Background: an optimization exercise with open tools, aiming at small area. Do not read the settings as production practice. In this exercise RTL edits were held to simulation tests only and were not proved equivalent to the original. Power and IR drop assume default switching activity. No driver is modelled on the clock port, so clocking that relies on it looks cheaper here than on a real chip.

==> design.v <==
module vec_dot_loader #(
  parameter int unsigned EXP_WIDTH = 8,
  parameter int unsigned MAN_WIDTH = 23,
  parameter int          BIAS      = -127,
  parameter int unsigned VEC_SIZE  = 17,
  localparam int unsigned FloatWidth = 1 + EXP_WIDTH + MAN_WIDTH,
  localparam int unsigned VecWidth   = VEC_SIZE * FloatWidth,
  localparam int unsigned CountWidth = $clog2(VEC_SIZE + 1),
  localparam int unsigned IdxWidth   = (VEC_SIZE > 1) ? $clog2(VEC_SIZE) : 1
) (
  input  logic                  clk_i,
  input  logic                  rst_ni,
  input  logic                  in_valid_i,
  output logic                  in_ready_o,
  input  logic [FloatWidth-1:0] in_lhs_i,
  input  logic [FloatWidth-1:0] in_rhs_i,
  input  logic                  in_last_i,
  output logic                  out_valid_o,
  input  logic                  out_ready_i,
  output logic [VecWidth-1:0]   out_lhs_o,
  output logic [VecWidth-1:0]   out_rhs_o,
  output logic [CountWidth-1:0] out_count_o
);
  if (BIAS > 0) begin : g_bias_positive
  end
  logic [VecWidth-1:0]   lhs0_nq, lhs1_nq, rhs0_nq, rhs1_nq;
  logic [CountWidth-1:0] cnt0_q, cnt1_q, cnt0_d, cnt1_d;
  logic [1:0]            full_q, full_d;
  logic                  wr_bank_q, rd_bank_q, rd_bank_d;
  logic [IdxWidth-1:0]   wr_idx_q;
  logic [VEC_SIZE-1:0]   nm0_q, nm1_q, nm0_d, nm1_d;
  logic accept, release_bank, finish;
  logic sel0, sel1, sel0_d, sel1_d;
  assign in_ready_o   = ~full_q[wr_bank_q];
  assign out_valid_o  = full_q[rd_bank_q];
  assign accept       = in_valid_i & in_ready_o;
  assign release_bank = out_valid_o & out_ready_i;
  assign finish       = accept & (in_last_i | (wr_idx_q == IdxWidth'(VEC_SIZE - 1)));
  assign sel0 = full_q[0] & ~rd_bank_q;
  assign sel1 = full_q[1] &  rd_bank_q;
  assign out_count_o = ({CountWidth{sel0}} & cnt0_q) | ({CountWidth{sel1}} & cnt1_q);
  always_comb begin
    full_d = full_q;
    if (finish)       full_d[wr_bank_q] = 1'b1;
    if (release_bank) full_d[rd_bank_q] = 1'b0;
    rd_bank_d = rd_bank_q ^ release_bank;
    cnt0_d = (finish & ~wr_bank_q) ? CountWidth'(wr_idx_q) + CountWidth'(1) : cnt0_q;
    cnt1_d = (finish &  wr_bank_q) ? CountWidth'(wr_idx_q) + CountWidth'(1) : cnt1_q;
    sel0_d = full_d[0] & ~rd_bank_d;
    sel1_d = full_d[1] &  rd_bank_d;
    for (int i = 0; i < int'(VEC_SIZE); i++) begin
      nm0_d[i] = ~(sel0_d & (cnt0_d > CountWidth'(i)));
      nm1_d[i] = ~(sel1_d & (cnt1_d > CountWidth'(i)));
    end
  end
  for (genvar i = 0; i < int'(VEC_SIZE); i++) begin : g_elem
    logic we0, we1;
    assign we0 = accept & ~wr_bank_q & (wr_idx_q == IdxWidth'(i));
    assign we1 = accept &  wr_bank_q & (wr_idx_q == IdxWidth'(i));
    assign out_lhs_o[i*FloatWidth +: FloatWidth] =
        ~((lhs0_nq[i*FloatWidth +: FloatWidth] | {FloatWidth{nm0_q[i]}}) &
          (lhs1_nq[i*FloatWidth +: FloatWidth] | {FloatWidth{nm1_q[i]}}));
    assign out_rhs_o[i*FloatWidth +: FloatWidth] =
        ~((rhs0_nq[i*FloatWidth +: FloatWidth] | {FloatWidth{nm0_q[i]}}) &
          (rhs1_nq[i*FloatWidth +: FloatWidth] | {FloatWidth{nm1_q[i]}}));
    always_ff @(posedge clk_i) begin
      if (we0) begin
        lhs0_nq[i*FloatWidth +: FloatWidth] <= ~in_lhs_i;
        rhs0_nq[i*FloatWidth +: FloatWidth] <= ~in_rhs_i;
      end
      if (we1) begin
        lhs1_nq[i*FloatWidth +: FloatWidth] <= ~in_lhs_i;
        rhs1_nq[i*FloatWidth +: FloatWidth] <= ~in_rhs_i;
      end
    end
  end
  always_ff @(posedge clk_i) begin
    cnt0_q <= cnt0_d;
    cnt1_q <= cnt1_d;
  end
  always_ff @(posedge clk_i or negedge rst_ni) begin
    if (!rst_ni) begin
      full_q    <= '0;
      wr_bank_q <= 1'b0;
      rd_bank_q <= 1'b0;
      wr_idx_q  <= '0;
      nm0_q     <= '1;
      nm1_q     <= '1;
    end else begin
      full_q    <= full_d;
      rd_bank_q <= rd_bank_d;
      nm0_q     <= nm0_d;
      nm1_q     <= nm1_d;
      if (finish)       wr_bank_q <= ~wr_bank_q;
      if (finish)       wr_idx_q  <= '0;
      else if (accept)  wr_idx_q  <= wr_idx_q + IdxWidth'(1);
    end
  end
endmodule
==> flow/run.sh <==
#!/bin/bash
# Standard ORFS layout, with the port buffers made of the smallest buffer and a
# clock tree of small clock buffers without dummy loads.
set -euo pipefail
export BUFFER_PORTS_ARGS="-buffer_cell sky130_fd_sc_hd__buf_1"
export CTS_ARGS="-sink_clustering_enable -repair_clock_nets -dont_use_dummy_load -buf_list {sky130_fd_sc_hd__clkbuf_4 sky130_fd_sc_hd__clkbuf_8} -sink_clustering_size 20"
bash standard.sh > standard.log 2>&1
==> standard.sh <==
#!/bin/bash
# synth_recipe.tcl (not shown) runs the flow's synth.tcl, then flattens the netlist and writes it again
# the make line also repeats each setting of config.mk as NAME=value (left out here)
make -C /OpenROAD-flow-scripts/flow DESIGN_CONFIG=/design/flow/config.mk WORK_HOME=/design/flow/orfs CLKGATE_MAP_FILE= SYNTH_SCRIPT=/design/flow/synth_recipe.tcl "${@:-finish}"
==> config.mk <==
export PLATFORM = sky130hd
export DESIGN_NAME = vec_dot_loader
export DESIGN_NICKNAME = vec_dot_loader
export VERILOG_FILES = /design/flow/design.v
export SDC_FILE = /design/flow/constraint.sdc
export NUM_CORES = 4
export LEC_CHECK = 0
export ABC_AREA = 1
export CAP_MARGIN = 20
export CORE_MARGIN = 2
export CORE_UTILIZATION = 40
export SLEW_MARGIN = 20
==> constraint.sdc <==
create_clock -name core_clock -period 6.0 [get_ports {clk_i}]
set_input_delay 1.2000 -clock core_clock [delete_from_list [all_inputs] [get_ports {clk_i}]]
set_output_delay 1.2000 -clock core_clock [all_outputs]
set_load 0.01 [all_outputs]
==> results.txt, run 1 <==
GR Overflow Total 0; share of cells above drive strength 1 0.115; Core Area 190000 µm²; Area growth syn-to-layout 17.2%; register area share after synthesis 0.876; DR pass1 iterations 6; Inserted Clock Buffers 367; Critical-path top delay cell dfstp_4; critical path class reg2out; final net count roughly 5400; Max Fclk 232 MHz; CP Capture Point out_lhs_o[137]; Post-Synth XOR/XNOR Area 0.000115; number of setup buffers added after CTS 0; synthesized flop and latch total roughly 2200; Power Density 436 nW/µm²; # fillers 16200; Clock Root Buffer clkbuf_8; drt via density 5.78; # IOs 1164; synthesized instance count 3906; fin crit share 0.719; Total Neg Setup Slack 0 ns; Iteration-0 DRC Markers 4394; Syn Area/Cell 19.5 µm²; FF-to-FF Start full_q[1]$_DFF_PN0_; Rel. slew slack 0.249; first-pass GRT wire length 351000 µm; post-synthesis simple-gate area fraction 0.0133; clk_skew 0.135 ns; Max-Cap Viols 0; Slew Limit Fails 0; Critical path origin nm0_q[4]$_DFF_PN1_; I/O Buffers 1163; clk latency of the worst-skew pair about 1.1 ns; largest net degree at the start of global routing 65; Crit path buffers/inverters 2; RSZ-0062 raised after global routing false; CP arrival 3.11 ns; final-report setup violation count 0; FP Rows 160; clk slew on worst S/H paths 0.06 ns; post-synthesis compound-gate area fraction 0.0914; Hold Buf Count CTS 0; CP max FO 33; RD Place Congestion 0.829; LEAKAGE approximately 0.028 µW; Fin. Hold Viols 0; vias post-DR 45200; CTS Buffer Depth 4; CTS tree yes; initial antenna violation count 13; largest family of logic cells by synthesized area compound AO/OA/AOI/OAI gates; Die ar. 194000 µm²; Final HPWL DP 161000 µm; DRT antenna net count 0; Critical Path, Cell by Cell buf_4, o22ai_1, buf_1; R2R depth 7; Slew @ Worst Pin 1.13 ns; Hold WC Path Type in2async; Ys Warns 1; Non-Filler Instances around 7800; post-cts sizing count 0; CP peak stage delay ~0.95 ns; placed instance count 7455; die height 440 µm; Die W 440 µm; vias in the first global route 43200; Routed WL 268000 µm; # DRC 0; gr usage total 0.266; FF-to-FF End rhs1_nq[288]$_DFFE_PP_; cell area after synthesis ~76000 µm²; clock tree sinks 2229; WP data required around 4.8 ns; Synth Area in Adders 0.000822; H-tree levels 5; mux contribution to synthesized area 0.000132; status finished clean; VDD IR-drop max 359 µV; startpoint types flip-flop; min Tclk post-route roughly 4.3 ns; critical path capture point type primary output; syn nets 3980; cell family with most CP delay flip-flops; WP depth 3; Synth cell types 33; initial core utilization 0.401; worst reg-to-reg setup slack 2.77 ns; WL per Instance 34.2 µm
==> final cells by class <==
type                       count  area (µm²)  area share
clock buffer                 367        5050      0.0566
sequential                  2229       66800       0.749
inverter                     110         415     0.00466
tap                         2511        3140      0.0352
antenna                        6        15.0    0.000168
multi-input combinational   1322        8310      0.0931
timing repair buffer        1283        5460      0.0613
==> registers in the layout, indices dropped and copies added (netlist names) <==
signal,cells
lhs1_nq,544
wr_bank_q,1
lhs0_nq,544
rd_bank_q,1
cnt0_q,5
rhs0_nq,544
nm0_q,17
cnt1_q,5
rhs1_nq,544
full_q,2
nm1_q,17
wr_idx_q,5
==> power breakdown <==
part / switching, µW / internal [µW] / total [µW]
clock: 5250 / 5370 / 10600
combinational: 5610 / 2350 / 7960
sequential: 2410 / 17900 / 20300
==> synthesized netlist by cell type <==
cell | instances | share of area
a21oi_1 | 2 | 0.00013
a21oi_4 | 1 | 0.00021
buf_1 | 58 | 0.0029
buf_12 | 1 | 0.00026
buf_6 | 4 | 0.00059
clkbuf_1 | 182 | 0.0090
clkinv_1 | 2 | 0.000099
dfrtp_1 | 9 | 0.0030
dfstp_2 | 34 | 0.012
dfxtp_1 | 10 | 0.0026
edfxtp_1 | 2176 | 0.86
ha_1 | 5 | 0.00082
inv_1 | 99 | 0.0049
inv_2 | 8 | 0.00039
inv_4 | 1 | 0.000082
mux2i_1 | 1 | 0.00013
nand2_1 | 81 | 0.0040
nand2_2 | 15 | 0.0012
nand2_4 | 9 | 0.0013
nand2_8 | 1 | 0.00026
nand3_1 | 24 | 0.0016
nand3_2 | 3 | 0.00039
nand4_1 | 3 | 0.00025
nor2_1 | 56 | 0.0028
nor2_2 | 5 | 0.00041
nor2_4 | 5 | 0.00074
nor2_8 | 1 | 0.00026
o21ai_0 | 4 | 0.00026
o21ai_1 | 7 | 0.00046
o21ai_4 | 1 | 0.00021
o22ai_1 | 1096 | 0.090
or2_4 | 1 | 0.00012
xnor2_1 | 1 | 0.00012
==> through the flow <==
step | power (µW) | instance area [µm²] | hold WS (ns) | worst slack, ns | util
finish | 38800 | 89200 | 0.320 | 1.69 | 0.470
global route | 40100 | 89200 | 0.302 | 1.52 | 0.470
CTS | 39100 | 89200 | 0.272 | 1.46 | 0.470
detailed placement | 28500 | 84100 | 0.490 | 1.77 | 0.444
global placement | 28500 | 84100 | 0.482 | 1.73 | 0.444
floorplan | 23300 | 76100 | 0.459 | 0.843 | -
==> kinds of logic after synthesis <==
| family | Yosys count |
|---|---|
| compound gates | 1111 |
| mux | 1 |
| xor+xnor | 1 |
| flops | 2229 |
| buf+inv | 355 |
| simple gates | 204 |
| fa+ha+maj | 5 |
==> worst min-delay path by stage <==
stage / slack, ns / start / endpoint
finish: 0.32 / rst_ni / rd_bank_q$_DFF_PN0_
detailed placement: 0.49 / wr_bank_q$_DFFE_PN0N_ / wr_bank_q$_DFFE_PN0N_
CTS: 0.27 / rst_ni / full_q[0]$_DFF_PN0_
floorplan: 0.46 / cnt1_q[2]$_DFF_P_ / cnt1_q[2]$_DFF_P_
global placement: 0.48 / wr_bank_q$_DFFE_PN0N_ / wr_bank_q$_DFFE_PN0N_
global route: 0.30 / rst_ni / full_q[0]$_DFF_PN0_
==> worst reg2reg max path, stage by stage (launching register included) <==
cell,delay (ns)
dfrtp_1,0.40
inv_2,0.09
nand2_1,0.14
nor2_4,0.24
clkinv_1,0.29
buf_4,0.38
nor2_4,0.80
buf_4,0.56
==> layout by cell type, fill, tap and decap left out, types with 22 or more instances in the layout <==
| master | Yosys | layout |
|---|---|---|
| o22ai_1 | 1096 | 1096 |
| edfxtp_1 | 2176 | 2176 |
| nand3_1 | 24 | 24 |
| buf_4 | 0 | 103 |
| buf_1 | 58 | 1162 |
| dfstp_4 | 0 | 34 |
| nor2_1 | 56 | 22 |
| clkbuf_8 | 0 | 367 |
| nand2_1 | 81 | 81 |
| inv_1 | 99 | 87 |
| nor2_4 | 5 | 39 |
==> routing by layer <==
metal	wire, µm	up-vias	global-route usage
li1	-	18700	-
met1	98000	23500	0.328
met2	130000	2458	0.436
met3	24800	504	0.0675
met4	14500	0	0.132
met5	0	-	0
==> inputs of run 2 (changes only) <==
--- a/config.mk
+++ b/config.mk
@@ -8,5 +8,5 @@
 export ABC_AREA = 1
 export CAP_MARGIN = 20
 export CORE_MARGIN = 2
-export CORE_UTILIZATION = 40
+export CORE_UTILIZATION = 65
 export SLEW_MARGIN = 20
==> results.txt, run 2 <==
syn nets 3980 (unchanged); combinational share of power 0.223 (was 0.205); Max Fclk 234 MHz (was 232 MHz); Total Neg Setup Slack 0 ns (unchanged); Slew Limit Fails 0 (unchanged); Slew @ Worst Pin 1.10 ns (was 1.13 ns); Iteration-0 DRC Markers 6767 (was 4394); CP peak stage delay 1.24 ns (was 0.95 ns); die height 346 µm (was 440 µm); DP Area 82900 µm² (was 84100 µm²); Seq pwr share 0.517 (was 0.522); GR Overflow Total 0 (unchanged); RD Place Congestion 0.914 (was 0.829); cell area after synthesis 76100 µm² (unchanged); DP Worst Slack 1.56 ns (was 1.77 ns); startpoint types flip-flop (unchanged); critical path capture point type primary output (unchanged); clock tree sinks 2229 (unchanged); Ys Warns 1 (unchanged); post-cts sizing count 0 (unchanged); final-report setup violation count 0 (unchanged); CTS tree yes (unchanged); most common cell in the netlist edfxtp_1 (unchanged); FF-to-FF Start full_q[1]$_DFF_PN0_ (unchanged); register area share after synthesis 0.876 (unchanged); most frequent cells after synthesis edfxtp_1, o22ai_1, clkbuf_1, inv_1, nand2_1 (unchanged); clk latency of the worst-skew pair 1.01 ns (was 1.11 ns); Top FF cell, synth edfxtp_1 (unchanged); RSZ-0062 raised after global routing false (unchanged); CP max FO 64 (was 33); Power Internal 25300 µW (was 25600 µW); Critical Path, Cell by Cell o22ai_1, buf_1 (was buf_4, o22ai_1, buf_1); sw frac 0.350 (was 0.342); Crit path buffers/inverters 1 (was 2); Inserted Clock Buffers 346 (was 367); # IOs 1164 (unchanged); initial antenna violation count 7 (was 13); Synth cell types 33 (unchanged); initial core utilization 0.655 (was 0.401); # fillers 6881 (was 16200); min Tclk post-route 4.27 ns (was 4.31 ns); Fin. Hold Viols 0 (unchanged); most common cell after layout, fill and taps aside edfxtp_1 (unchanged); CTS Buffer Depth 4 (unchanged); # DRC 0 (unchanged); H-tree levels 5 (unchanged); Critical-path top delay cell dfstp_4 (unchanged); Core Area 116000 µm² (was 190000 µm²); vias in the first global route 44100 (was 43200); Max-Cap Viols 0 (unchanged); fin crit share 0.711 (was 0.719); drt via density 6.90 (was 5.78); number of setup buffers added after CTS 0 (unchanged); vias post-DR 47000 (was 45200); R2R depth 6 (was 7); Clock Root Buffer clkbuf_8 (unchanged); LEAKAGE 0.0274 µW (was 0.0275 µW); Hold WC Path Type in2async (unchanged); Area growth syn-to-layout 15.4% (was 17.2%); first-pass GRT wire length 350000 µm (was 351000 µm); async set-reset flop share out of synthesis 0.0193 (unchanged); number of synthesized flops with an enable pin 2176 (unchanged); Final Cell Area 87800 µm² (was 89200 µm²); I/O Buffers 1163 (unchanged); DRT antenna net count 0 (unchanged); Die ar. 120000 µm² (was 194000 µm²); share of cells above drive strength 1 0.111 (was 0.115); Routed WL 260000 µm (was 268000 µm); worst reg-to-reg setup slack 2.46 ns (was 2.77 ns); clk_skew 0.0950 ns (was 0.135 ns); FF-to-FF End lhs1_nq[122]$_DFFE_PP_ (was rhs1_nq[288]$_DFFE_PP_); top cells by area, synth edfxtp_1, o22ai_1, dfstp_2 (unchanged); top cell type's share of synthesized area 0.859 (unchanged); largest net degree at the start of global routing 65 (unchanged); Rel. slew slack 0.267 (was 0.249); FP Rows 125 (was 160); most frequent cells in the layout edfxtp_1, buf_1, o22ai_1, clkbuf_8 (was edfxtp_1, buf_1, o22ai_1, clkbuf_8, buf_4); clk slew on worst S/H paths 0.06 ns (about the same); footprint of the multi-input gates 8310 µm² (unchanged); cell family with most CP delay flip-flops (unchanged); WL per Instance 38.1 µm (was 34.2 µm); clock power share 0.260 (was 0.273); CP arrival 3.07 ns (was 3.11 ns); Power Density 443 nW/µm² (was 436 nW/µm²); Syn Area/Cell 19.5 µm² (unchanged); Final HPWL DP 165000 µm (was 161000 µm); register area 66800 µm² (unchanged); critical path class reg2out (unchanged); Die W 346 µm (was 440 µm); setup ws final 1.73 ns (was 1.69 ns); final net count 5361 (was 5387); leading area contributor after synthesis edfxtp_1 (unchanged); status finished clean (unchanged); P_sw 13600 µW (was 13300 µW); DR pass1 iterations 6 (unchanged); VDD IR-drop max 431 µV (was 359 µV); WP data required 4.80 ns (about the same); synthesized instance count 3906 (unchanged); gr usage total 0.431 (was 0.266); synthesized flop and latch total 2229 (unchanged); Hold Buf Count CTS 0 (unchanged)
==> run 2: how the worst max path moves through the flow <==
| stage | cells past startpoint | slack [ns] | from | endpoint |
|---|---|---|---|---|
| 6_report | 2 | 1.73 | nm1_q[5]$_DFF_PN1_ | out_lhs_o[186] |
| 5_1_grt | 2 | 1.73 | nm1_q[5]$_DFF_PN1_ | out_lhs_o[186] |
| 4_1_cts | 2 | 1.81 | nm1_q[5]$_DFF_PN1_ | out_lhs_o[186] |
| 3_5_place_dp | 6 | 1.56 | in_valid_i | lhs1_nq[494]$_DFFE_PP_ |
| 3_3_place_gp | 6 | 1.40 | in_valid_i | rhs1_nq[392]$_DFFE_PP_ |
| 2_1_floorplan | 5 | 0.84 | in_valid_i | lhs1_nq[0]$_DFFE_PP_ |
==> run 2: stage by stage <==
step                       util  hold WS [ns]  std cells  total power [µW]
final                     0.756         0.387       6816             38900
after global routing      0.755         0.435       6812             39700
after CTS                 0.755         0.396       6805             38700
after detailed placement  0.714         0.491       6459             28800
after global placement    0.713         0.480       6455             28700
after floorplan               -         0.459       3906             23300
==> run 2: per-layer routing <==
metal,GRT usage,routed length [µm],vias to the layer above
met4,0.262,19000,0
met1,0.541,82900,23800
li1,-,-,18700
met2,0.667,121000,3852
met5,0,0,-
met3,0.133,36300,655
==> run 2: cell type report <==
cell class,count,area share
flip-flops and latches,2229,0.761
multi-input cells,1322,0.0946
repair buffers,1278,0.0638
clock buffers,346,0.0542
well taps,1524,0.0217
inverters,110,0.00473
diodes,7,0.000200
==> run 2: cell families after synthesis <==
| family | after synthesis | synth area share |
|---|---|---|
| compound gates | 1111 | 0.0914 |
| xor+xnor | 1 | 0.000115 |
| fa+ha+maj | 5 | 0.000822 |
| buf+inv | 355 | 0.0182 |
| flops | 2229 | 0.876 |
| mux | 1 | 0.000132 |
| simple gates | 204 | 0.0133 |
==> run 2: worst register-to-register path, stage by stage (launching register included) <==
cell and delay (ns):
dfrtp_1 0.40, inv_2 0.10, nand2_1 0.13, nor2_4 0.23, clkinv_1 0.77, nor2_4 1.09, buf_12 0.34
==> run 2: power groups by stage <==
stage	logic (µW)	registers [µW]	clock network, µW
4_1_cts	8460	20100	10200
2_1_floorplan	5090	18200	0
5_1_grt	8790	20100	10800
3_3_place_gp	8430	20300	0
3_5_place_dp	8430	20400	0
6_report	8670	20100	10100
==> inputs of run 3 (changes only) <==
==> flow/run.sh (replaced) <==
#!/bin/bash
# Standard ORFS layout, with the port buffers made of the smallest buffer and a
# clock tree of small clock buffers without dummy loads.
set -euo pipefail
export BUFFER_PORTS_ARGS="-buffer_cell sky130_fd_sc_hd__buf_1"
export CTS_ARGS="-sink_clustering_enable -repair_clock_nets -dont_use_dummy_load -buf_list {sky130_fd_sc_hd__clkbuf_4 sky130_fd_sc_hd__clkbuf_8 sky130_fd_sc_hd__clkbuf_16} -sink_clustering_size 30 -sink_clustering_max_diameter 100"
bash standard.sh > standard.log 2>&1
==> results.txt, run 3 <==
Hold Path Stages 2; vias post-DR 45600 (was 47000); clk_skew 0.0655 ns (was 0.0950 ns); Final HPWL DP 165000 µm (unchanged); Clock Root Buffer clkbuf_16 (was clkbuf_8); number of synthesized flops with an enable pin 2176 (unchanged); DRT antenna net count 0 (unchanged); Critical Path, Cell by Cell o22ai_1, buf_1 (unchanged); R2R depth 6 (unchanged); startpoint types flip-flop (unchanged); initial antenna violation count 4 (was 7); # IOs 1164 (unchanged); drt via density 6.95 (was 6.90); post-cts sizing count 0 (unchanged); Rel. slew slack 0.271 (was 0.267); WP data required 4.80 ns (about the same); Top Layer Used met4 (unchanged); most common cell in the netlist edfxtp_1 (unchanged); FP Rows 125 (unchanged); Final Cell Area 85100 µm² (was 87800 µm²); WL per Instance 39.0 µm (was 38.1 µm); met3 wire length 33400 µm (was 36300 µm); register area share after synthesis 0.876 (unchanged); Die W 346 µm (unchanged); clock power share 0.192 (was 0.260); Total Neg Setup Slack 0 ns (unchanged); Syn Area/Cell 19.5 µm² (unchanged); H-tree levels 3 (was 5); LEAKAGE 0.0260 µW (was 0.0274 µW); share of cells above drive strength 1 0.0643 (was 0.111); Post-Route M1 WL 83100 µm (was 82900 µm); combinational share of power 0.243 (was 0.223); CTS Buffer Depth 3 (was 4); Seq pwr share 0.564 (was 0.517); clock tree sinks 2229 (unchanged); syn nets 3980 (unchanged); gr usage total 0.422 (was 0.431); Max Fclk 247 MHz (was 234 MHz); final hold slack 0.508 ns (was 0.387 ns); Core Area 116000 µm² (unchanged); Slew @ Worst Pin 1.09 ns (was 1.10 ns); leading area contributor after synthesis edfxtp_1 (unchanged); top cell type's share of synthesized area 0.859 (unchanged); Power Density 418 nW/µm² (was 443 nW/µm²); fin crit share 0.675 (was 0.711); RD Place Congestion 0.914 (unchanged); critical path capture point type primary output (unchanged); most frequent cells in the layout edfxtp_1, buf_1, o22ai_1, buf_4, inv_1 (was edfxtp_1, buf_1, o22ai_1, clkbuf_8); DR pass1 iterations 5 (was 6); Hold WC Path Type reg2reg (was in2async); async set-reset flop share out of synthesis 0.0193 (unchanged); DP Area 82900 µm² (unchanged); clk slew on worst S/H paths 0.11 ns (was 0.06 ns); worst reg-to-reg setup slack 2.45 ns (was 2.46 ns); CTS tree yes (unchanged); synthesized flop and latch total 2229 (unchanged); placed instance count 6459 (unchanged); P_sw 12900 µW (was 13600 µW); Critical-path top delay cell dfstp_4 (unchanged); Inserted Clock Buffers 84 (was 346); Max-Cap Viols 0 (unchanged); sw frac 0.362 (was 0.350); synthesized instance count 3906 (unchanged); Fin. Hold Viols 0 (unchanged); clk latency of the worst-skew pair 0.73 ns (was 1.01 ns); Crit path buffers/inverters 1 (unchanged); GR Overflow Total 0 (unchanged); critical path class reg2out (unchanged); initial core utilization 0.655 (unchanged); metal2 WL 121000 µm (about the same); most frequent cells after synthesis edfxtp_1, o22ai_1, clkbuf_1, inv_1, nand2_1 (unchanged); min Tclk post-route 4.05 ns (was 4.27 ns); Area growth syn-to-layout 11.9% (was 15.4%); Die ar. 120000 µm² (unchanged); # DRC 0 (unchanged); most common cell after layout, fill and taps aside edfxtp_1 (unchanged); first-pass GRT wire length 343000 µm (was 350000 µm); Top FF cell, synth edfxtp_1 (unchanged); Iteration-0 DRC Markers 6665 (was 6767); I/O Buffers 1163 (unchanged); Power Internal 22700 µW (was 25300 µW); WP depth 2 (unchanged); Routed WL 255000 µm (was 260000 µm); cell family with most CP delay flip-flops (unchanged); CP arrival 2.85 ns (was 3.07 ns); top cells by area, synth edfxtp_1, o22ai_1, dfstp_2 (unchanged); RSZ-0062 raised after global routing false (unchanged); vias in the first global route 41800 (was 44100); cell area after synthesis 76100 µm² (unchanged); CP max FO 64 (unchanged); Slew Limit Fails 0 (unchanged); final net count 5098 (was 5361); VDD IR-drop max 403 µV (was 431 µV); final-report setup violation count 0 (unchanged); Ys Warns 1 (unchanged); Synth cell types 33 (unchanged); # fillers 7171 (was 6881); largest net degree at the start of global routing 65 (unchanged); status finished clean (unchanged); die height 346 µm (unchanged); CP peak stage delay 1.27 ns (was 1.24 ns); Hold Buf Count CTS 0 (unchanged); number of setup buffers added after CTS 0 (unchanged); Non-Filler Instances 6551 (was 6816)
==> run 3: path summary, 6_finish.rpt <==
kind | from | endpoint
hold / removal | cnt1_q[2]$_DFF_P_ | cnt1_q[2]$_DFF_P_
setup / recovery | nm1_q[5]$_DFF_PN1_ | out_lhs_o[186]
min in group asynchronous | rst_ni | wr_idx_q[4]$_DFFE_PN0P_
max in group asynchronous | rst_ni | rd_bank_q$_DFF_PN0_
hold reg to reg | cnt1_q[2]$_DFF_P_ | cnt1_q[2]$_DFF_P_
setup reg to reg | full_q[1]$_DFF_PN0_ | lhs1_nq[123]$_DFFE_PP_
==> run 3: area by class of cell <==
class | instances | area [µm²] | area share
Timing Repair Buffer | 1277 | 5580 | 0.0656
Clock buffer | 84 | 2100 | 0.0247
Sequential cell | 2229 | 66800 | 0.785
Tap cell | 1524 | 1910 | 0.0224
Antenna cell | 5 | 12.5 | 0.000147
Inverter | 110 | 415 | 0.00488
Multi-Input combinational cell | 1322 | 8310 | 0.0976
==> run 3: power groups by stage <==
stage	Combinational, µW	Sequential (µW)	Clock [µW]
after floorplan	5090	18200	0
after global placement	8430	20300	0
after detailed placement	8430	20400	0
after CTS	8470	20000	6800
after global routing	8780	20100	7280
final	8650	20100	6840
==> run 3: metal layers <==
layer  vias up  GRT usage
met2      3349      0.666
li1      18200          -
met1     23500      0.544
met3       546      0.110
met4         0      0.235
met5         -          0
==> run 3: kinds of logic after synthesis <==
kind of cell	after synthesis	synth area share
compound gates	1111	0.0914
xor+xnor	1	0.000115
fa+ha+maj	5	0.000822
buf+inv	355	0.0182
flops	2229	0.876
mux	1	0.000132
simple gates	204	0.0133
==> run 3: stage by stage <==
stage	setup slack, ns	power, µW	utilization
2_1_floorplan	0.843	23300	-
3_3_place_gp	1.40	28700	0.713
3_5_place_dp	1.56	28800	0.714
4_1_cts	2.03	35300	0.732
5_1_grt	1.98	36200	0.732
6_report	1.95	35600	0.732
==> run 3: worst reg2reg max path, delay by kind of cell (launching register included) <==
| family | cells | cell delay [ns] |
|---|---|---|
| and+or+nand+nor | 3 | 1.44 |
| DFF | 1 | 0.43 |
| buffers and inverters | 3 | 1.19 |
==> inputs of run 4 (changes only) <==
--- a/config.mk
+++ b/config.mk
@@ -9,4 +9,5 @@
 export CAP_MARGIN = 20
 export CORE_MARGIN = 2
 export CORE_UTILIZATION = 65
+export PLACE_DENSITY = 0.85
 export SLEW_MARGIN = 20
==> results.txt, run 4 <==
status finished clean (unchanged); WP data required 4.80 ns (about the same); startpoint types flip-flop (unchanged); first-pass GRT wire length 346000 µm (was 343000 µm); Slew @ Worst Pin 1.16 ns (was 1.09 ns); DRT antenna net count 0 (unchanged); fin crit share 0.682 (was 0.675); final hold slack 0.519 ns (was 0.508 ns); CP Capture Point out_lhs_o[16] (was out_lhs_o[186]); number of setup buffers added after CTS 0 (unchanged); clk_skew 0.0671 ns (was 0.0655 ns); vias in the first global route 44300 (was 41800); most common cell after layout, fill and taps aside edfxtp_1 (unchanged); clk slew on worst S/H paths 0.11 ns (about the same); CP max FO 39 (was 64); critical path class reg2out (unchanged); R2R depth 6 (unchanged); critical path capture point type primary output (unchanged); clk latency of the worst-skew pair 0.73 ns (about the same); cell area after synthesis 76100 µm² (unchanged); Clock Root Buffer clkbuf_16 (unchanged); Slew Limit Fails 0 (unchanged); Max Fclk 244 MHz (was 247 MHz); post-layout util 0.732 (about the same); register area share after synthesis 0.876 (unchanged); LEAKAGE 0.0259 µW (was 0.0260 µW); post-cts sizing count 0 (unchanged); Fin. Hold Viols 0 (unchanged); WL per Instance 39.2 µm (was 39.0 µm); Iteration-0 DRC Markers 9089 (was 6665); FF-to-FF End rhs1_nq[405]$_DFFE_PP_ (was lhs1_nq[123]$_DFFE_PP_); Critical path origin nm1_q[0]$_DFF_PN1_ (was nm1_q[5]$_DFF_PN1_); top cells by area, synth edfxtp_1, o22ai_1, dfstp_2 (unchanged); initial core utilization 0.655 (unchanged); Total Neg Setup Slack 0 ns (unchanged); Hold WC Path Type reg2reg (unchanged); Die ar. 120000 µm² (unchanged); Core Area 116000 µm² (unchanged); clock tree sinks 2229 (unchanged); Top FF cell, synth edfxtp_1 (unchanged); min Tclk post-route 4.09 ns (was 4.05 ns); most common cell in the netlist edfxtp_1 (unchanged); Max-Cap Viols 0 (unchanged); CTS tree yes (unchanged); CP arrival 2.89 ns (was 2.85 ns); largest net degree at the start of global routing 65 (unchanged); VDD IR-drop max 399 µV (was 403 µV); initial antenna violation count 9 (was 4); Inserted Clock Buffers 85 (was 84); Hold Buf Count CTS 0 (unchanged); most frequent cells in the layout edfxtp_1, buf_1, o22ai_1, clkbuf_16, buf_4 (was edfxtp_1, buf_1, o22ai_1, buf_4, inv_1); Hold Path Stages 2 (unchanged); RD Place Congestion 0.905 (was 0.914); share of cells above drive strength 1 0.0650 (was 0.0643); Ys Warns 1 (unchanged); async set-reset flop share out of synthesis 0.0193 (unchanged); DR pass1 iterations 8 (was 5); Final HPWL DP 158000 µm (was 165000 µm); CTS Buffer Depth 3 (unchanged); number of synthesized flops with an enable pin 2176 (unchanged); gr usage total 0.422 (about the same); RSZ-0062 raised after global routing false (unchanged); final-report setup violation count 0 (unchanged); synthesized instance count 3906 (unchanged); FF-to-FF Start full_q[1]$_DFF_PN0_ (unchanged); Syn Area/Cell 19.5 µm² (unchanged); worst reg-to-reg setup slack 2.23 ns (was 2.45 ns); I/O Buffers 1163 (unchanged); vias post-DR 47600 (was 45600); Area growth syn-to-layout 11.7% (was 11.9%); FP Rows 125 (unchanged); most frequent cells after synthesis edfxtp_1, o22ai_1, clkbuf_1, inv_1, nand2_1 (unchanged); Routed WL 257000 µm (was 255000 µm); H-tree levels 3 (unchanged); drt via density 7.27 (was 6.95); final net count 5091 (was 5098); GR Overflow Total 0 (unchanged); Rel. slew slack 0.227 (was 0.271); syn nets 3980 (unchanged); Power Density 414 nW/µm² (was 418 nW/µm²); Synth cell types 33 (unchanged); Die W 346 µm (unchanged); die height 346 µm (unchanged); synthesized flop and latch total 2229 (unchanged); # IOs 1164 (unchanged); top cell type's share of synthesized area 0.859 (unchanged); leading area contributor after synthesis edfxtp_1 (unchanged); # DRC 0 (unchanged)
-- run 4: cell types whose count changed in the layout (fill, tap and decap cells not counted), moves of 3 or more --
cell     change
diode_2      +3
inv_1        -8
inv_2       +10
buf_12      -11
buf_16       +4
buf_4        -3
-- run 4: worst max-delay path: stages (launching register included) --
cell and delay (ns):
dfstp_4 0.97, buf_4 0.64, o22ai_1 0.26, buf_1 0.22
-- run 4: layout make-up --
cell class,count,area [µm²]
antenna,8,20.0
clock buffer,85,2130
fill,6283,31200
inverter,110,415
multi-input combinational,1322,8310
sequential,2229,66800
tap,1524,1910
timing repair buffer,1269,5470
-- run 4: kinds of logic after synthesis --
kind of cell | after synthesis | synth area share
AOI/OAI and AO/OA | 1111 | 0.0914
xor gates and xnor gates | 1 | 0.000115
adders and majority gates | 5 | 0.000822
buffers and inverters | 355 | 0.0182
DFF | 2229 | 0.876
muxes | 1 | 0.000132
and+or+nand+nor | 204 | 0.0133
-- run 4: stage by stage --
step           std cells  worst slack [ns]  area (µm²)  power [µW]
2_1_floorplan       3906             0.843       76100       23300
3_5_place_dp        6446              1.21       82700       28300
4_1_cts             6531              1.95       84800       34700
6_report            6547              1.91       85000       35200
3_3_place_gp        6446              1.30       82700       28000
5_1_grt             6541              1.87       85000       35700
-- run 4: report_power, final --
part | leakage, µW | switching, µW | internal (µW)
clock | 0.00105 | 4240 | 2560
combinational | 0.00473 | 5880 | 2360
sequential | 0.0201 | 2350 | 17800
total | 0.0259 | 12500 | 22700
-- run 4: routing by layer --
metal	share of wire	global-route usage	wire, µm	vias up
met4	0.087	0.275	22300	0
met5	0	0	0	-
met2	0.46	0.663	119000	5320
met3	0.16	0.127	41600	1048
li1	-	-	-	18100
met1	0.29	0.515	74000	23100
-- run 4: worst min-delay path by stage --
stage / slack (ns) / startpoint / end
after detailed placement: 0.49 / cnt1_q[2]$_DFF_P_ / cnt1_q[2]$_DFF_P_
final: 0.52 / cnt1_q[2]$_DFF_P_ / cnt1_q[2]$_DFF_P_
after global placement: 0.48 / wr_bank_q$_DFFE_PN0N_ / wr_bank_q$_DFFE_PN0N_
after CTS: 0.51 / cnt1_q[2]$_DFF_P_ / cnt1_q[2]$_DFF_P_
after global routing: 0.56 / cnt1_q[2]$_DFF_P_ / cnt1_q[2]$_DFF_P_
after floorplan: 0.46 / cnt1_q[2]$_DFF_P_ / cnt1_q[2]$_DFF_P_
==> inputs of run 5 (changes only) <==
--- a/config.mk
+++ b/config.mk
@@ -6,8 +6,8 @@
 export NUM_CORES = 4
 export LEC_CHECK = 0
 export ABC_AREA = 1
-export CAP_MARGIN = 20
+export CAP_MARGIN = 0
 export CORE_MARGIN = 2
-export CORE_UTILIZATION = 65
+export CORE_UTILIZATION = 80
 export PLACE_DENSITY = 0.85
-export SLEW_MARGIN = 20
+export SLEW_MARGIN = 0
==> results.txt, run 5 <==
status stopped before the end (was finished clean); Stop stage I/O pin placement (3_2_place_iop); Err [ERROR PPL-0024] Number of IO pins (1164) exceeds maximum number of available positions (1128). Increase the die perimeter from 1249.64um to 1583.04um.; register area share after synthesis 0.876 (unchanged); top cell type's share of synthesized area 0.859 (unchanged); most common cell in the netlist edfxtp_1 (unchanged); leading area contributor after synthesis edfxtp_1 (unchanged); top cells by area, synth edfxtp_1, o22ai_1, dfstp_2 (unchanged); async set-reset flop share out of synthesis 0.0193 (unchanged); Top FF cell, synth edfxtp_1 (unchanged); most frequent cells after synthesis edfxtp_1, o22ai_1, clkbuf_1, inv_1, nand2_1 (unchanged); number of synthesized flops with an enable pin 2176 (unchanged); synthesized instance count 3906 (unchanged); FP Rows 113 (was 125); Ys Warns 1 (unchanged); die height 312 µm (was 346 µm); syn nets 3980 (unchanged); cell area after synthesis 76100 µm² (unchanged); Syn Area/Cell 19.5 µm² (unchanged); Die W 312 µm (was 346 µm); initial core utilization 0.804 (was 0.655); Synth cell types 33 (unchanged); synthesized flop and latch total 2229 (unchanged)
==> run 5: cell counts after synthesis <==
Identical to the previous run, type by type.
==> run 5: logic make-up after synthesis <==
kind of cell,synth area share
AOI/OAI and AO/OA,0.0914
DFF,0.876
buffers and inverters,0.0182
muxes,0.000132
xor gates and xnor gates,0.000115
and+or+nand+nor,0.0133
adders and majority gates,0.000822
==> inputs of run 6 (changes only) <==
--- a/config.mk
+++ b/config.mk
@@ -8,6 +8,5 @@
 export ABC_AREA = 1
 export CAP_MARGIN = 0
 export CORE_MARGIN = 2
-export CORE_UTILIZATION = 80
-export PLACE_DENSITY = 0.85
+export CORE_UTILIZATION = 65
 export SLEW_MARGIN = 0
==> results.txt, run 6 <==
CTS Buffer Depth 3; clk slew on worst S/H paths roughly 0.11 ns; CP max FO 64; metal2 WL 121000 µm; post-layout util 0.731; I/O Buffers 1163; WP data required 4.80 ns; RD Place Congestion 0.914; clk latency of the worst-skew pair 0.72 ns; most frequent cells in the layout edfxtp_1, buf_1, o22ai_1, inv_1, buf_4; RSZ-0062 raised after global routing false; Fin. Hold Viols 0; final-report setup violation count 0; worst reg-to-reg setup slack 2.36 ns; Syn Area/Cell 19.5 µm² (unchanged); top cells by area, synth edfxtp_1, o22ai_1, dfstp_2 (unchanged); Final HPWL DP 165000 µm; DRT antenna net count 0; CP arrival 2.80 ns; met3 wire length 33200 µm; # fillers 7217; Hold WC Path Type reg2reg; Iteration-0 DRC Markers 6486; Non-Filler Instances 6545; clk_skew 0.0610 ns; setup ws final between 1.5 and 2 ns; DP Worst Slack 1.40 ns; status finished clean (was stopped before the end); Slew @ Worst Pin 1.29 ns; register area share after synthesis 0.876 (unchanged); Total Neg Setup Slack 0 ns; Critical path origin nm1_q[5]$_DFF_PN1_; Clock Root Buffer clkbuf_16; initial antenna violation count 6; Area growth syn-to-layout 11.7%; Hold Buf Count CTS 0; Critical-path top delay cell dfstp_4; startpoint types flip-flop; # DRC 0; GR Overflow Total 0; post-cts sizing count 0; most common cell after layout, fill and taps aside edfxtp_1; largest net degree at the start of global routing between 60 and 70; most common cell in the netlist edfxtp_1 (unchanged); H-tree levels 3; share of cells above drive strength 1 0.0628; die height 346 µm (was 312 µm); critical path capture point type primary output; first-pass GRT wire length 342000 µm; WL per Instance 39.0 µm; FP Rows 125 (was 113); cell area after synthesis 76100 µm² (unchanged); Max-Cap Viols 0; CTS tree yes; synthesized flop and latch total 2229 (unchanged); number of setup buffers added after CTS 0; clock tree sinks ~2200; Post-Route M1 WL just over 80000 µm; Top Layer Used met5; min Tclk post-route 4.00 ns; Die W 346 µm (was 312 µm); Ys Warns 1 (unchanged); top cell type's share of synthesized area 0.859 (unchanged); Die ar. about 120000 µm²; synthesized instance count 3906 (unchanged); final net count 5091; critical path class reg2out; Rel. slew slack 0.138; leading area contributor after synthesis edfxtp_1 (unchanged); number of synthesized flops with an enable pin 2176 (unchanged); syn nets 3980 (unchanged); final hold slack 0.512 ns; Slew Limit Fails 0; FF-to-FF Start full_q[1]$_DFF_PN0_; vias post-DR 45400; fin crit share 0.667; initial core utilization 0.655 (was 0.804); FF-to-FF End rhs1_nq[273]$_DFFE_PP_; CP peak stage delay 1.25 ns; Synth cell types 33 (unchanged); VDD IR-drop max 363 µV; # IOs between 1000 and 1500; vias in the first global route 41700; Inserted Clock Buffers 84; drt via density 6.94; placed instance count 6455; async set-reset flop share out of synthesis 0.0193 (unchanged); gr usage total 0.421; Routed WL approximately 260000 µm; Top FF cell, synth edfxtp_1 (unchanged); CP Capture Point out_lhs_o[186]; Core Area 116000 µm²; R2R depth 6; Critical Path, Cell by Cell o22ai_1, buf_1; DR pass1 iterations 5; Max Fclk ~250 MHz; LEAKAGE about 0.026 µW; most frequent cells after synthesis edfxtp_1, o22ai_1, clkbuf_1, inv_1, nand2_1 (unchanged); Power Density 418 nW/µm²
-- run 6: cell counts after synthesis --
Identical to the previous run, type by type.
-- run 6: metrics by stage --
stage | power, µW | instance area (µm²)
finish | 35500 | 85000
global route | 36200 | 85000
CTS | 35300 | 85000
detailed placement | 28800 | 82800
global placement | 28700 | 82800
floorplan | 23300 | 76100
-- run 6: final cells by class --
type,instances,area [µm²],area share
clock buffer,84,2100,0.0247
antenna,6,15.0,0.000177
timing repair buffer,1270,5430,0.0639
sequential,2229,66800,0.786
multi-input combinational,1322,8310,0.0977
inverter,110,415,0.00489
tap,1524,1910,0.0224
-- run 6: cells by family (layout without fill, tap and decap cells) --
| kind of cell | Yosys count | after routing | synth area share |
|---|---|---|---|
| XOR/XNOR | 1 | 1 | 0.000115 |
| flip-flops | 2229 | 2229 | 0.876 |
| adder cells (fa/ha/maj) | 5 | 5 | 0.000822 |
| AND/OR/NAND/NOR | 204 | 204 | 0.0133 |
| buffers and inverters | 355 | 1464 | 0.0182 |
| multiplexers | 1 | 1 | 0.000132 |
| AO/OA/AOI/OAI | 1111 | 1111 | 0.0914 |
| other | 0 | 6 | 0 |
-- run 6: critical path: cells and delay by family (launching register included) --
family	cells	cell delay [ns]
AO/OA/AOI/OAI	1	0.52
buffers and inverters	1	0.25
flip-flops	1	1.25
-- run 6: worst min-delay path by stage --
stage               cells after the start  slack [ns]                     to                  start
floorplan                               2        0.46      cnt1_q[2]$_DFF_P_      cnt1_q[2]$_DFF_P_
global placement                        2        0.48  wr_bank_q$_DFFE_PN0N_  wr_bank_q$_DFFE_PN0N_
detailed placement                      2        0.49      cnt1_q[2]$_DFF_P_      cnt1_q[2]$_DFF_P_
CTS                                     2        0.51      cnt1_q[2]$_DFF_P_      cnt1_q[2]$_DFF_P_
global route                            2        0.53      cnt1_q[2]$_DFF_P_      cnt1_q[2]$_DFF_P_
finish                                  2        0.51      cnt1_q[2]$_DFF_P_      cnt1_q[2]$_DFF_P_
-- run 6: power breakdown --
| group | leakage (µW) | internal, µW | total, µW | switching (µW) |
|---|---|---|---|---|
| Sequential | 0.0201 | 17800 | 20100 | 2250 |
| Combinational | 0.00473 | 2350 | 8660 | 6310 |
| Clock | 0.00104 | 2540 | 6810 | 4280 |
-- run 6: per-layer routing --
metal / vias to the layer above / GRT usage
met5: - / 0
met2: 3463 / 0.666
li1: 18100 / -
met1: 23300 / 0.539
met4: 2 / 0.239
met3: 529 / 0.109
==> inputs of run 7 (changes only) <==
--- a/config.mk
+++ b/config.mk
@@ -9,4 +9,6 @@
 export CAP_MARGIN = 0
 export CORE_MARGIN = 2
 export CORE_UTILIZATION = 65
+export GPL_ROUTABILITY_DRIVEN = 0
+export GPL_TIMING_DRIVEN = 0
 export SLEW_MARGIN = 0
==> results.txt, run 7 <==
Iteration-0 DRC Markers 6707 (was 6486); Synth cell types 33 (unchanged); share of cells above drive strength 1 0.0638 (was 0.0628); Routed WL 255000 µm (about the same); Slew @ Worst Pin 1.58 ns (was 1.29 ns); final net count 5325 (was 5091); vias post-DR 45900 (was 45400); startpoint types flip-flop (unchanged); top cell type's share of synthesized area 0.859 (unchanged); CP max FO 10 (was 64); placed instance count 6682 (was 6455); cell area after synthesis 76100 µm² (unchanged); initial core utilization 0.655 (unchanged); Final HPWL DP 176000 µm (was 165000 µm); Top FF cell, synth edfxtp_1 (unchanged); Rel. slew slack -0.0541 (was 0.138); DP Area 84700 µm² (was 82800 µm²); status failed layout checks (was finished clean); register area share after synthesis 0.876 (unchanged); final-report setup violation count 0 (unchanged); Failing Checks capacitance limit, slew limit; # IOs 1164 (unchanged); CP peak stage delay 1.13 ns (was 1.25 ns); CTS tree yes (unchanged); clk latency of the worst-skew pair 0.72 ns (about the same); async set-reset flop share out of synthesis 0.0193 (unchanged); clock tree sinks 2229 (unchanged); most frequent CP cell clkbuf_1; Clock Root Buffer clkbuf_16 (unchanged); Final Cell Area 87000 µm² (was 85000 µm²); number of synthesized flops with an enable pin 2176 (unchanged); WP data required 4.80 ns (about the same); Critical Path, Cell by Cell clkbuf_1, clkbuf_1, o22ai_1, buf_1 (was o22ai_1, buf_1); Hold Buf Count CTS 0 (unchanged); clk_skew 0.0616 ns (was 0.0610 ns); RSZ-0062 raised after global routing false (unchanged); Area growth syn-to-layout 14.3% (was 11.7%); number of setup buffers added after CTS 0 (unchanged); first-pass GRT wire length 342000 µm (about the same); critical path capture point type primary output (unchanged); Inserted Clock Buffers 84 (unchanged); Critical-path top delay cell clkbuf_1 (was dfstp_4); most frequent cells in the layout edfxtp_1, buf_1, o22ai_1, clkbuf_1, inv_1 (was edfxtp_1, buf_1, o22ai_1, inv_1, buf_4); largest net degree at the start of global routing 44 (was 65); Non-Filler Instances 6777 (was 6545); clk slew on worst S/H paths 0.12 ns (was 0.11 ns); most common cell in the netlist edfxtp_1 (unchanged); initial antenna violation count 16 (was 6); critical path class reg2out (unchanged); most frequent cells after synthesis edfxtp_1, o22ai_1, clkbuf_1, inv_1, nand2_1 (unchanged); H-tree levels 3 (unchanged); die height 346 µm (unchanged); Hold WC Path Type in2async (was reg2reg); Syn Area/Cell 19.5 µm² (unchanged); # DRC 0 (unchanged); Die ar. 120000 µm² (unchanged); CP arrival 3.34 ns (was 2.80 ns); GR Overflow Total 0 (unchanged); drt via density 6.78 (was 6.94); leading area contributor after synthesis edfxtp_1 (unchanged); DR pass1 iterations 6 (was 5); post-cts sizing count 0 (unchanged); fin crit share 0.757 (was 0.667); Die W 346 µm (unchanged); Slew Limit Fails 11 (was 0); DRT antenna net count 0 (unchanged); Core Area 116000 µm² (unchanged); most common cell after layout, fill and taps aside edfxtp_1 (unchanged); I/O Buffers 1163 (unchanged); Max-Cap Viols 1 (was 0); synthesized flop and latch total 2229 (unchanged); min Tclk post-route 4.54 ns (was 4.00 ns); CTS Buffer Depth 3 (unchanged); top cells by area, synth edfxtp_1, o22ai_1, dfstp_2 (unchanged); syn nets 3980 (unchanged); Fin. Hold Viols 0 (unchanged); gr usage total 0.421 (about the same); Ys Warns 1 (unchanged); WL per Instance 37.6 µm (was 39.0 µm); Max Fclk 220 MHz (was 250 MHz); FP Rows 125 (unchanged); Power Density 413 nW/µm² (was 418 nW/µm²); LEAKAGE 0.0266 µW (was 0.0259 µW); VDD IR-drop max 297 µV (was 363 µV); vias in the first global route 42500 (was 41700); synthesized instance count 3906 (unchanged); worst reg-to-reg setup slack 2.32 ns (was 2.36 ns)
[run 7: cell count changes in the layout (fill, tap and decap cells not counted), moves of 3 or more]
cell	change
buf_1	+58
buf_12	+30
buf_16	+44
buf_4	-86
buf_6	+4
clkbuf_1	+153
clkbuf_2	+28
clkinv_1	-5
dfstp_2	+34
dfstp_4	-34
inv_1	+8
inv_2	-3
[run 7: final timing paths]
check / from / depth (start not counted) / end
max in group asynchronous: rst_ni / 2 / nm1_q[0]$_DFF_PN1_
max: nm0_q[2]$_DFF_PN1_ / 4 / out_rhs_o[78]
min in group core_clock: wr_bank_q$_DFFE_PN0N_ / 2 / wr_bank_q$_DFFE_PN0N_
min reg2reg: wr_bank_q$_DFFE_PN0N_ / 2 / wr_bank_q$_DFFE_PN0N_
min: rst_ni / 2 / wr_bank_q$_DFFE_PN0N_
max reg2reg: full_q[1]$_DFF_PN0_ / 7 / lhs1_nq[178]$_DFFE_PP_
[run 7: layout make-up]
| type | instances | area [µm²] |
|---|---|---|
| diodes | 4 | 10.0 |
| plain buffers | 245 | 1000 |
| clock buffers | 84 | 2100 |
| fillers | 6941 | 29200 |
| inverters | 110 | 415 |
| multi-input cells | 1322 | 8310 |
| flip-flops and latches | 2229 | 66700 |
| well taps | 1524 | 1910 |
| repair buffers | 1259 | 6610 |
[run 7: per-stage QoR]
step	total power [µW]	hold slack [ns]	worst slack, ns	setup TNS, ns	util
global placement	28900	0.479	-2.42	-3748.16	0.709
CTS	35600	0.413	1.51	0	0.747
floorplan	23300	0.459	0.843	0	-
global route	36600	0.427	1.51	0	0.749
finish	35900	0.427	1.46	0	0.749
detailed placement	29100	0.502	1.62	0	0.729
[run 7: logic make-up (layout without fill, tap and decap cells)]
| family | count (synthesis) | count (layout) | share of synthesized area |
|---|---|---|---|
| adder cells (fa/ha/maj) | 5 | 5 | 0.000822 |
| buffers and inverters | 355 | 1698 | 0.0182 |
| other | 0 | 4 | 0 |
| XOR/XNOR | 1 | 1 | 0.000115 |
| multiplexers | 1 | 1 | 0.000132 |
| AO/OA/AOI/OAI | 1111 | 1111 | 0.0914 |
| AND/OR/NAND/NOR | 204 | 204 | 0.0133 |
| flip-flops | 2229 | 2229 | 0.876 |
[run 7: critical path: cells and delay by family, from the launching register on]
kind,cells,cell delay (ns)
buffers and inverters,3,1.90
flip-flops,1,0.53
AO/OA/AOI/OAI,1,0.17
[run 7: metal layers]
layer,vias to the layer above,share of wire,track usage
met5,-,0.00044,0.00600
met4,4,0.073,0.246
met3,584,0.13,0.134
met2,3238,0.48,0.668
met1,23500,0.32,0.514
li1,18600,-,-
[run 7: report_power, final]
part,total [µW],internal (µW),switching (µW)
combinational,11200,2680,8520
clock,6860,2540,4320
sequential,17800,17700,149
total,35900,22900,13000
==> inputs of run 8 (changes only) <==
--- a/config.mk
+++ b/config.mk
@@ -6,9 +6,8 @@
 export NUM_CORES = 4
 export LEC_CHECK = 0
 export ABC_AREA = 1
-export CAP_MARGIN = 0
+export CAP_MARGIN = 10
 export CORE_MARGIN = 2
 export CORE_UTILIZATION = 65
-export GPL_ROUTABILITY_DRIVEN = 0
-export GPL_TIMING_DRIVEN = 0
-export SLEW_MARGIN = 0
+export PLACE_DENSITY = 0.85
+export SLEW_MARGIN = 10
==> results.txt, run 8 <==
drt via density 7.27 (was 6.78); first-pass GRT wire length 346000 µm (was 342000 µm); cell area after synthesis 76100 µm² (unchanged); status failed layout checks (unchanged); leading area contributor after synthesis edfxtp_1 (unchanged); CP Capture Point rhs1_nq[486]$_DFFE_PP_ (was out_rhs_o[78]); I/O Buffers 1163 (unchanged); RSZ-0062 raised after global routing false (unchanged); Clock Root Buffer clkbuf_16 (unchanged); register area share after synthesis 0.876 (unchanged); Synth cell types 33 (unchanged); share of cells above drive strength 1 0.0629 (was 0.0638); clk slew on worst S/H paths 0.11 ns (was 0.12 ns); FF-to-FF Start full_q[1]$_DFF_PN0_ (unchanged); VDD IR-drop max 391 µV (was 297 µV); Die ar. 120000 µm² (unchanged); routing usage on met3 0.128 (was 0.134); initial antenna violation count 4 (was 16); footprint of the multi-input gates 8310 µm² (unchanged); syn nets 3980 (unchanged); Routed WL 256000 µm (was 255000 µm); CP max FO 25 (was 10); async set-reset flop share out of synthesis 0.0193 (unchanged); Total Neg Setup Slack 0 ns (unchanged); # DRC 0 (unchanged); Die W 346 µm (unchanged); Area growth syn-to-layout 11.5% (was 14.3%); R2R depth 6 (was 7); register area 66800 µm² (was 66700 µm²); final net count 5085 (was 5325); Max Fclk 243 MHz (was 220 MHz); synthesized flop and latch total 2229 (unchanged); CTS Buffer Depth 3 (unchanged); FP Rows 125 (unchanged); # fillers 6310 (was 6941); GR Util met2 0.662 (was 0.668); DRT antenna net count 1 (was 0); number of synthesized flops with an enable pin 2176 (unchanged); Hold WC Path Type reg2reg (was in2async); synthesized instance count 3906 (unchanged); WL per Instance 39.1 µm (was 37.6 µm); critical path class in2reg (was reg2out); H-tree levels 3 (unchanged); Slew Limit Fails 0 (was 11); vias in the first global route 44400 (was 42500); number of setup buffers added after CTS 0 (unchanged); Ys Warns 1 (unchanged); LEAKAGE 0.0258 µW (was 0.0266 µW); Fin. Hold Viols 0 (unchanged); most common cell after layout, fill and taps aside edfxtp_1 (unchanged); clock tree sinks 2229 (unchanged); top cell type's share of synthesized area 0.859 (unchanged); largest net degree at the start of global routing 65 (was 44); DR pass1 iterations 7 (was 6); Hold Buf Count CTS 0 (unchanged); worst reg-to-reg setup slack 2.15 ns (was 2.32 ns); Final HPWL DP 158000 µm (was 176000 µm); # IOs 1164 (unchanged); die height 346 µm (unchanged); most frequent cells after synthesis edfxtp_1, o22ai_1, clkbuf_1, inv_1, nand2_1 (unchanged); gr usage total 0.421 (about the same); Failing Checks antenna rules (was capacitance limit, slew limit); clk latency of the worst-skew pair 0.72 ns (about the same); RD Place Congestion 0.905; WP data required 6.34 ns (was 4.80 ns); Iteration-0 DRC Markers 9139 (was 6707); Critical path origin in_valid_i (was nm0_q[2]$_DFF_PN1_); most common cell in the netlist edfxtp_1 (unchanged); clk_skew 0.0708 ns (was 0.0616 ns); top cells by area, synth edfxtp_1, o22ai_1, dfstp_2 (unchanged); final-report setup violation count 0 (unchanged); Rel. slew slack 0.126 (was -0.0541); Top FF cell, synth edfxtp_1 (unchanged); FF-to-FF End rhs1_nq[486]$_DFFE_PP_ (was lhs1_nq[178]$_DFFE_PP_); Pwr Total 35100 µW (was 35900 µW); Power Density 414 nW/µm² (was 413 nW/µm²); min Tclk post-route 4.12 ns (was 4.54 ns); initial core utilization 0.655 (unchanged); fin crit share 0.686 (was 0.757); critical path capture point type flip-flop (was primary output); GRT Max-Usage Layer met2 (unchanged); CP arrival 4.46 ns (was 3.34 ns); met1 usage 0.511 (was 0.514); startpoint types primary input (was flip-flop); GR Overflow Total 0 (unchanged); Slew @ Worst Pin 1.30 ns (was 1.58 ns); Inserted Clock Buffers 85 (was 84); Syn Area/Cell 19.5 µm² (unchanged); CTS tree yes (unchanged); most frequent cells in the layout edfxtp_1, buf_1, o22ai_1, clkbuf_16, buf_4 (was edfxtp_1, buf_1, o22ai_1, clkbuf_1, inv_1); post-cts sizing count 0 (unchanged); vias post-DR 47600 (was 45900); Core Area 116000 µm² (unchanged); Max-Cap Viols 0 (was 1)
[run 8: cell counts after synthesis]
No cell type changed its count.
[run 8: area by class of cell]
type	instances	area share
clock buffers	85	0.0251
inverters	110	0.00489
multi-input cells	1322	0.0979
diodes	12	0.000354
well taps	1524	0.0225
flip-flops and latches	2229	0.787
repair buffers	1263	0.0625
[run 8: worst min path at each step]
stage                               start  slack (ns)  cells after the start               endpoint
floorplan               cnt1_q[2]$_DFF_P_        0.46                      2      cnt1_q[2]$_DFF_P_
global placement    wr_bank_q$_DFFE_PN0N_        0.48                      2  wr_bank_q$_DFFE_PN0N_
global route            cnt0_q[2]$_DFF_P_        0.56                      2      cnt0_q[2]$_DFF_P_
finish                  cnt1_q[2]$_DFF_P_        0.52                      2      cnt1_q[2]$_DFF_P_
CTS                     cnt1_q[2]$_DFF_P_        0.51                      2      cnt1_q[2]$_DFF_P_
detailed placement      cnt1_q[2]$_DFF_P_        0.49                      2      cnt1_q[2]$_DFF_P_
[run 8: per-layer routing]
metal | part of all wire | up-vias
met5 | 0.000051 | -
met4 | 0.088 | 2
met3 | 0.16 | 1062
met2 | 0.46 | 5174
met1 | 0.29 | 23200
li1 | - | 18200
[run 8: kinds of logic after synthesis]
logic type | after synthesis | share of synthesized area
AOI/OAI and AO/OA | 1111 | 0.0914
xor gates and xnor gates | 1 | 0.000115
adders and majority gates | 5 | 0.000822
buffers and inverters | 355 | 0.0182
DFF | 2229 | 0.876
muxes | 1 | 0.000132
and+or+nand+nor | 204 | 0.0133
[run 8: worst max-delay path, stage by stage]
cell and delay (ns):
buf_1 0.19, inv_1 0.20, nor2_4 0.28, clkinv_1 0.76, nor2_4 1.27, buf_4 0.50
[run 8: power breakdown]
part	total (µW)	leakage (µW)	switching [µW]	internal, µW
sequential	20200	0.0201	2360	17800
clock	6770	0.00105	4210	2560
combinational	8210	0.00466	5860	2350
[run 8: stage by stage]
stage / cells / utilization / worst slack, ns / instance area (µm²) / hold slack (ns)
floorplan: 3906 / - / 0.843 / 76100 / 0.459
global route: 6533 / 0.730 / 1.79 / 84800 / 0.562
finish: 6545 / 0.730 / 1.88 / 84900 / 0.522
CTS: 6531 / 0.730 / 1.96 / 84800 / 0.511
global placement: 6446 / 0.711 / 1.30 / 82700 / 0.482
detailed placement: 6446 / 0.711 / 1.22 / 82700 / 0.494
==> inputs of run 9 (changes only) <==
==> flow/run.sh (replaced) <==
#!/bin/bash
# Standard ORFS layout, with the port buffers made of the smallest buffer and a
# clock tree of small clock buffers without dummy loads.
set -euo pipefail
export BUFFER_PORTS_ARGS="-buffer_cell sky130_fd_sc_hd__buf_1"
export CTS_ARGS="-sink_clustering_enable -repair_clock_nets -dont_use_dummy_load -buf_list {sky130_fd_sc_hd__clkbuf_8} -sink_clustering_size 20 -sink_clustering_max_diameter 60"
bash standard.sh > standard.log 2>&1
--- a/config.mk
+++ b/config.mk
@@ -6,8 +6,7 @@
 export NUM_CORES = 4
 export LEC_CHECK = 0
 export ABC_AREA = 1
-export CAP_MARGIN = 10
+export CAP_MARGIN = 20
 export CORE_MARGIN = 2
 export CORE_UTILIZATION = 65
-export PLACE_DENSITY = 0.85
-export SLEW_MARGIN = 10
+export SLEW_MARGIN = 20
==> results.txt, run 9 <==
status finished clean (was failed layout checks); Iteration-0 DRC Markers 6308 (was 9139); Inserted Clock Buffers 142 (was 85); synthesized flop and latch total 2229 (unchanged); VDD IR-drop max 419 µV (was 391 µV); async set-reset flop share out of synthesis 0.0193 (unchanged); Ys Warns 1 (unchanged); Crit path buffers/inverters 1 (was 4); R2R depth 6 (unchanged); Die ar. 120000 µm² (unchanged); Critical Path, Cell by Cell o22ai_1, buf_1 (was buf_1, inv_1, nor2_4, clkinv_1, nor2_4, buf_4); GR Overflow Total 0 (unchanged); die height 346 µm (unchanged); final net count 5157 (was 5085); Final Cell Area 85000 µm² (was 84900 µm²); worst reg-to-reg setup slack 2.52 ns (was 2.15 ns); fin crit share 0.690 (was 0.686); synthesized instance count 3906 (unchanged); vias post-DR 45900 (was 47600); critical path class reg2out (was in2reg); Slew @ Worst Pin 1.12 ns (was 1.30 ns); WP depth 2 (was 6); Power Internal 22300 µW (was 22700 µW); RD Place Congestion 0.914 (was 0.905); Rel. slew slack 0.251 (was 0.126); syn nets 3980 (unchanged); initial antenna violation count 6 (was 4); top cells by area, synth edfxtp_1, o22ai_1, dfstp_2 (unchanged); vias in the first global route 42400 (was 44400); most common cell after layout, fill and taps aside edfxtp_1 (unchanged); first-pass GRT wire length 344000 µm (was 346000 µm); FP Rows 125 (unchanged); Clock Root Buffer clkbuf_8 (was clkbuf_16); critical path capture point type primary output (was flip-flop); register area share after synthesis 0.876 (unchanged); clk_skew 0.0678 ns (was 0.0708 ns); gr usage total 0.424 (was 0.421); CTS Buffer Depth 3 (unchanged); most frequent cells after synthesis edfxtp_1, o22ai_1, clkbuf_1, inv_1, nand2_1 (unchanged); sw frac 0.366 (was 0.354); most frequent cells in the layout edfxtp_1, buf_1, o22ai_1, clkbuf_8 (was edfxtp_1, buf_1, o22ai_1, clkbuf_16, buf_4); CP peak stage delay 1.25 ns (was 1.27 ns); number of setup buffers added after CTS 0 (unchanged); initial core utilization 0.655 (unchanged); most common cell in the netlist edfxtp_1 (unchanged); Max Fclk 241 MHz (was 243 MHz); H-tree levels 4 (was 3); largest net degree at the start of global routing 65 (unchanged); placed instance count 6459 (was 6446); DP Area 82900 µm² (was 82700 µm²); clk latency of the worst-skew pair 0.87 ns (was 0.72 ns); Hold WC Path Type reg2reg (unchanged); combinational share of power 0.246 (was 0.233); cell area after synthesis 76100 µm² (unchanged); Top FF cell, synth edfxtp_1 (unchanged); clock power share 0.183 (was 0.193); share of cells above drive strength 1 0.0752 (was 0.0629); I/O Buffers 1163 (unchanged); clk slew on worst S/H paths 0.09 ns (was 0.11 ns); Slew Limit Fails 0 (unchanged); Max-Cap Viols 0 (unchanged); Core Area 116000 µm² (unchanged); startpoint types flip-flop (was primary input); CP max FO 64 (was 25); Hold Buf Count CTS 0 (unchanged); top cell type's share of synthesized area 0.859 (unchanged); FF-to-FF End lhs1_nq[97]$_DFFE_PP_ (was rhs1_nq[486]$_DFFE_PP_); # IOs 1164 (unchanged); Hold Path Stages 2 (unchanged); DR pass1 iterations 6 (was 7); cell family with most CP delay flip-flops (was buffers and inverters); drt via density 6.94 (was 7.27); FF-to-FF Start full_q[1]$_DFF_PN0_ (unchanged); DRT antenna net count 0 (was 1); clock tree sinks 2229 (unchanged); post-cts sizing count 0 (unchanged); CTS tree yes (unchanged); Die W 346 µm (unchanged); # DRC 0 (unchanged); Total Neg Setup Slack 0 ns (unchanged); CP arrival 2.94 ns (was 4.46 ns); Non-Filler Instances 6610 (was 6545); leading area contributor after synthesis edfxtp_1 (unchanged); P_sw 12900 µW (was 12400 µW); final-report setup violation count 0 (unchanged); Area growth syn-to-layout 11.7% (was 11.5%); Final HPWL DP 165000 µm (was 158000 µm); # fillers 7209 (was 6310); RSZ-0062 raised after global routing false (unchanged); Seq pwr share 0.571 (was 0.574); Critical-path top delay cell dfstp_4 (was nor2_4); LEAKAGE 0.0259 µW (was 0.0258 µW); Syn Area/Cell 19.5 µm² (unchanged); Synth cell types 33 (unchanged); Power Density 414 nW/µm² (about the same); Routed WL 256000 µm (about the same); WL per Instance 38.8 µm (was 39.1 µm); min Tclk post-route 4.14 ns (was 4.12 ns); worst-case hold path end point cnt1_q[2]$_DFF_P_ (unchanged); final hold slack 0.502 ns (was 0.522 ns); Fin. Hold Viols 0 (unchanged); number of synthesized flops with an enable pin 2176 (unchanged); Min-Delay Startpoint cnt1_q[2]$_DFF_P_ (unchanged); WP data required 4.80 ns (was 6.34 ns)
[run 9: cell counts after synthesis]
No cell type changed its count.
[run 9: stage by stage]
step | worst slack (ns) | total power, µW | utilization
5_1_grt | 1.85 | 35800 | 0.731
3_5_place_dp | 1.56 | 28800 | 0.714
6_report | 1.86 | 35200 | 0.731
3_3_place_gp | 1.40 | 28700 | 0.713
4_1_cts | 1.89 | 34900 | 0.731
2_1_floorplan | 0.843 | 23300 | -
[run 9: cells by family after synthesis]
group,synth area share
AND/OR/NAND/NOR,0.0133
multiplexers,0.000132
AO/OA/AOI/OAI,0.0914
adder cells (fa/ha/maj),0.000822
flip-flops,0.876
XOR/XNOR,0.000115
buffers and inverters,0.0182
[run 9: layout make-up]
class	count	area, µm²	area share
Antenna cell	5	12.5	0.000147
Clock buffer	142	1950	0.0230
Inverter	110	415	0.00489
Multi-Input combinational cell	1322	8310	0.0977
Sequential cell	2229	66800	0.786
Tap cell	1524	1910	0.0224
Timing Repair Buffer	1278	5590	0.0658
[run 9: worst reg2reg max path, stage by stage (launching register included)]
cell and delay [ns]:
dfrtp_1 0.41, inv_2 0.10, nand2_1 0.12, nor2_4 0.23, clkinv_1 0.77, nor2_4 1.07, buf_12 0.32
[run 9: worst max path at each step]
stage / slack, ns / start / to
floorplan: 0.84 / in_valid_i / lhs1_nq[0]$_DFFE_PP_
global placement: 1.40 / in_valid_i / rhs1_nq[392]$_DFFE_PP_
detailed placement: 1.56 / in_valid_i / lhs1_nq[494]$_DFFE_PP_
CTS: 1.89 / nm1_q[5]$_DFF_PN1_ / out_lhs_o[186]
global route: 1.85 / nm1_q[5]$_DFF_PN1_ / out_lhs_o[186]
finish: 1.86 / nm1_q[5]$_DFF_PN1_ / out_lhs_o[186]
[run 9: power groups by stage]
stage	Sequential (µW)	Clock [µW]	Combinational, µW
global route	20100	6940	8780
CTS	20000	6420	8460
finish	20100	6440	8660
global placement	20300	0	8430
detailed placement	20400	0	8430
floorplan	18200	0	5090
[run 9: metal layers]
| metal | vias up | share of wire | global-route usage |
|---|---|---|---|
| met5 | - | 0 | 0 |
| met4 | 0 | 0.072 | 0.250 |
| met3 | 587 | 0.13 | 0.120 |
| met2 | 3460 | 0.47 | 0.663 |
| met1 | 23600 | 0.32 | 0.539 |
| li1 | 18300 | - | - |

re-timing with driven ports:
How much do the figures lean on ideal ports? The routed layouts below were timed once more, with nothing changed but the port constraints. Step 1 assumes that a clkbuf_16 drives the clock port and a buf_2 every other input. Step 2 adds t to the input delays and takes it off the output delays; t is the mean of the earliest and latest rising clock arrival at the registers after step 1. Input paths then give back, and output paths get back, about the clock's delay inside the block. Three values: no drivers, after step 1, after step 2; two values: the first two.
run | t, ns | setup slack, ns | worst slew at a driven data input, ns | pins driven straight from the clock port
run 1 | 1.118 | 1.685 / 1.601 / 1.767 | 0.09 | 1
run 2 | 1.038 | 1.734 / 1.655 / 1.491 | 0.11 | 1
run 3 | 0.779 | 1.951 / 1.868 / 1.523 | 0.11 | 1
run 4 | 0.770 | 1.905 / 1.826 / 1.232 | 0.10 | 1
run 6 | 0.780 | 1.999 / 1.910 / 1.432 | 0.13 | 1
run 7 | 0.776 | 1.456 / 1.372 / 1.455 | 0.19 | 1
run 8 | 0.764 | 1.882 / 1.833 / 1.164 | 0.10 | 1
run 9 | 0.919 | 1.857 / 1.777 / 1.509 | 0.11 | 1
The setup slack of run 8, which loses most, moves by -0.049 ns with the drivers and by -0.718 ns with both steps.
